Context: an optimization exercise on an open-source flow, tuned for small area, a short achievable clock period and few clock cycles per item. The choices shown serve that exercise and are no tape-out recipe. Only simulation tests tie the RTL to the original design; equivalence was not proved.

==> inputs of job 6362 <==
## muldiv_unit
module muldiv_unit (
    input  logic        clk,
    input  logic        rst,
    input  logic        start,
    input  logic [2:0]  op,
    input  logic [31:0] a,
    input  logic [31:0] b,
    output logic        busy,
    output logic [31:0] hi,
    output logic [31:0] lo
);
    function automatic logic [5:0] clz32(input logic [31:0] v);
        clz32 = 6'd32;
        for (int i = 0; i < 32; i++)
            if (v[i]) clz32 = 6'(31 - i);
    endfunction
    function automatic logic [31:0] cneg(input logic [31:0] x, input logic s);
        logic o;
        o = 1'b0;
        for (int i = 0; i < 32; i++) begin
            cneg[i] = x[i] ^ (s & o);
            o = o | x[i];
        end
    endfunction
    logic        busy_r, first;
    logic [3:0]  cnt;
    logic [1:0]  opr;
    logic        qneg_r, aneg_r, bneg_r;
    logic [31:0] X;
    logic [34:0] M;
    assign busy = busy_r;
    logic is_mul, sgn_mul, sgn_div, sgn;
    assign is_mul  = ~opr[1];
    assign sgn_mul = (opr == 2'd0);
    assign sgn_div = (opr == 2'd2);
    assign sgn     = sgn_mul | sgn_div;
    logic xneg, mneg;
    assign xneg = sgn_div & X[31];
    assign mneg = sgn_div & M[31];
    logic [5:0] cx, cm;
    assign cx = clz32(X ^ {32{sgn & X[31]}});
    assign cm = clz32(M[31:0] ^ {32{sgn & M[31]}});
    logic       swap;
    logic [5:0] cmax, nbits;
    logic [2:0] nd;
    assign swap  = cm > cx;
    assign cmax  = swap ? cm : cx;
    assign nbits = 6'd33 - cmax;
    always_comb begin
        nd = 3'((nbits + 6'd7) >> 3);
        if (nd > 3'd4) nd = 3'd4;
    end
    logic [5:0] lza;
    logic signed [6:0] dd;
    logic [4:0] nq;
    assign lza = xneg ? (cx - 6'd1) : cx;
  ...
Settings: LEC_CHECK=0, ABC_AREA=1, CAP_MARGIN=20, CORE_MARGIN=2, CORE_UTILIZATION=40, SLEW_MARGIN=20; clock period 150.0 ns.
standard.sh (not shown) runs the stock make flow with config.mk's settings and CLKGATE_MAP_FILE= SYNTH_SCRIPT=/design/flow/synth_recipe.tcl, a recipe that flattens the netlist after the stock synthesis.
==> flow/flow/run.sh <==
#!/bin/bash
# Layout flow: the standard ORFS flow (standard.sh) with two changes.
#  1. Synthesis maps the logic with flow/abc_area.script, an area-oriented
#     ABC script (map -a, then buffering and sizing). Registers are mapped
#     before ABC runs, so they are exactly the standard synthesis's.
#  2. Ports are buffered with sky130_fd_sc_hd__buf_2 cells.
# Each tool's log is under orfs/logs/; make's own output is in flow_make.log.
set -euo pipefail
W=$(pwd)
rm -rf "$W/scripts_mod"
cp -r "$FLOW_HOME/scripts" "$W/scripts_mod"
cp "$W/flow/abc_area.script" "$W/scripts_mod/abc_area.script"
export SCRIPTS_DIR="$W/scripts_mod"
export BUFFER_PORTS_ARGS="-buffer_cell sky130_fd_sc_hd__buf_2"
bash "$W/standard.sh" > "$W/flow_make.log" 2>&1
==> flow/flow/abc_area.script <==
strash
dc2
dch
map -a
topo
stime -c
buffer -c
upsize -c
dnsize -c
==> job 1606: changes against job 6362 <==
==> flow/flow/abc_area.script (replaced) <==
strash
dch
map -a
topo
stime -c
buffer -c
upsize -c
dnsize -c
==> run_results.csv <==
group,metric,value,unit
grt,grt_max_degree,65,
clock_network,clock_latency,0.51,ns
status,status,"timing/DRC/antenna clean",
cells_and_area,clock_area_share,2.49,%
hold_path,hold_depth,2,
worst_setup_path,path_cells,"buf_2 -> nor3b_1 -> a21oi_1 -> a21oi_4 -> buf_4 -> nand2_1 -> o22a_1",
synth,synthXorXnorAreaFrac,11.0,%
That was job 1606.
==> run_results.csv <==
group,metric,value,unit
status,status,"timing/DRC/antenna clean",
grt,grt_max_degree,63,
worst_setup_path,path_cells,"buf_2 -> nand3b_1 -> o21ai_0 -> nand2_1 -> inv_2 -> a41oi_1",
synth,synth_top_cell_by_area,"fa_1",
worst_setup_path,worst-setup-path-type,"in -> reg",
synth,synthXorXnorAreaFrac,9.76,%
cells_and_area,regMostFlops,"M",
hold_path,hold_depth,3,
floorplanning,tapcell.inserted,765,
cells_and_area,clock_area_share,2.45,%
clock_network,clock_latency,0.49,ns
clock_network,cts-root-buf,"clkbuf_16",
That was job 6362.
Testbench counts of job 6362, summed over its fixed seeds: cycles 41,128, ops 12,000.
Testbench counts of job 1606, summed over its fixed seeds: cycles 41,128, ops 12,000.

static timing again, ports no longer ideal:
Ports are ideal in the flow. The routed layouts listed here were re-timed in OpenROAD. Step 1 assumes that a clkbuf_16 drives the clock port and a buf_2 every other input. Step 2 times the ports against the registers' clock, not the clock port: input delays grow and output delays shrink by t, the midpoint of the rising clock arrivals with the driver on. a / b / c = ideal / step 1 / step 2; a / b = the first two.
run | shift t [ns] | slack for setup (ns) | worst setup path at the end | cell pins on the clock port's net
job 6362 | 0.538 | 118.095 / 118.133 / 117.595 | input to register | 1
job 1606 | 0.565 | 118.709 / 118.681 / 118.186 | input to register | 1
After both steps every run listed still meets setup and hold. The setup slack of job 1606, which loses most, moves by -0.028 ns with the drivers and by -0.523 ns with both steps.
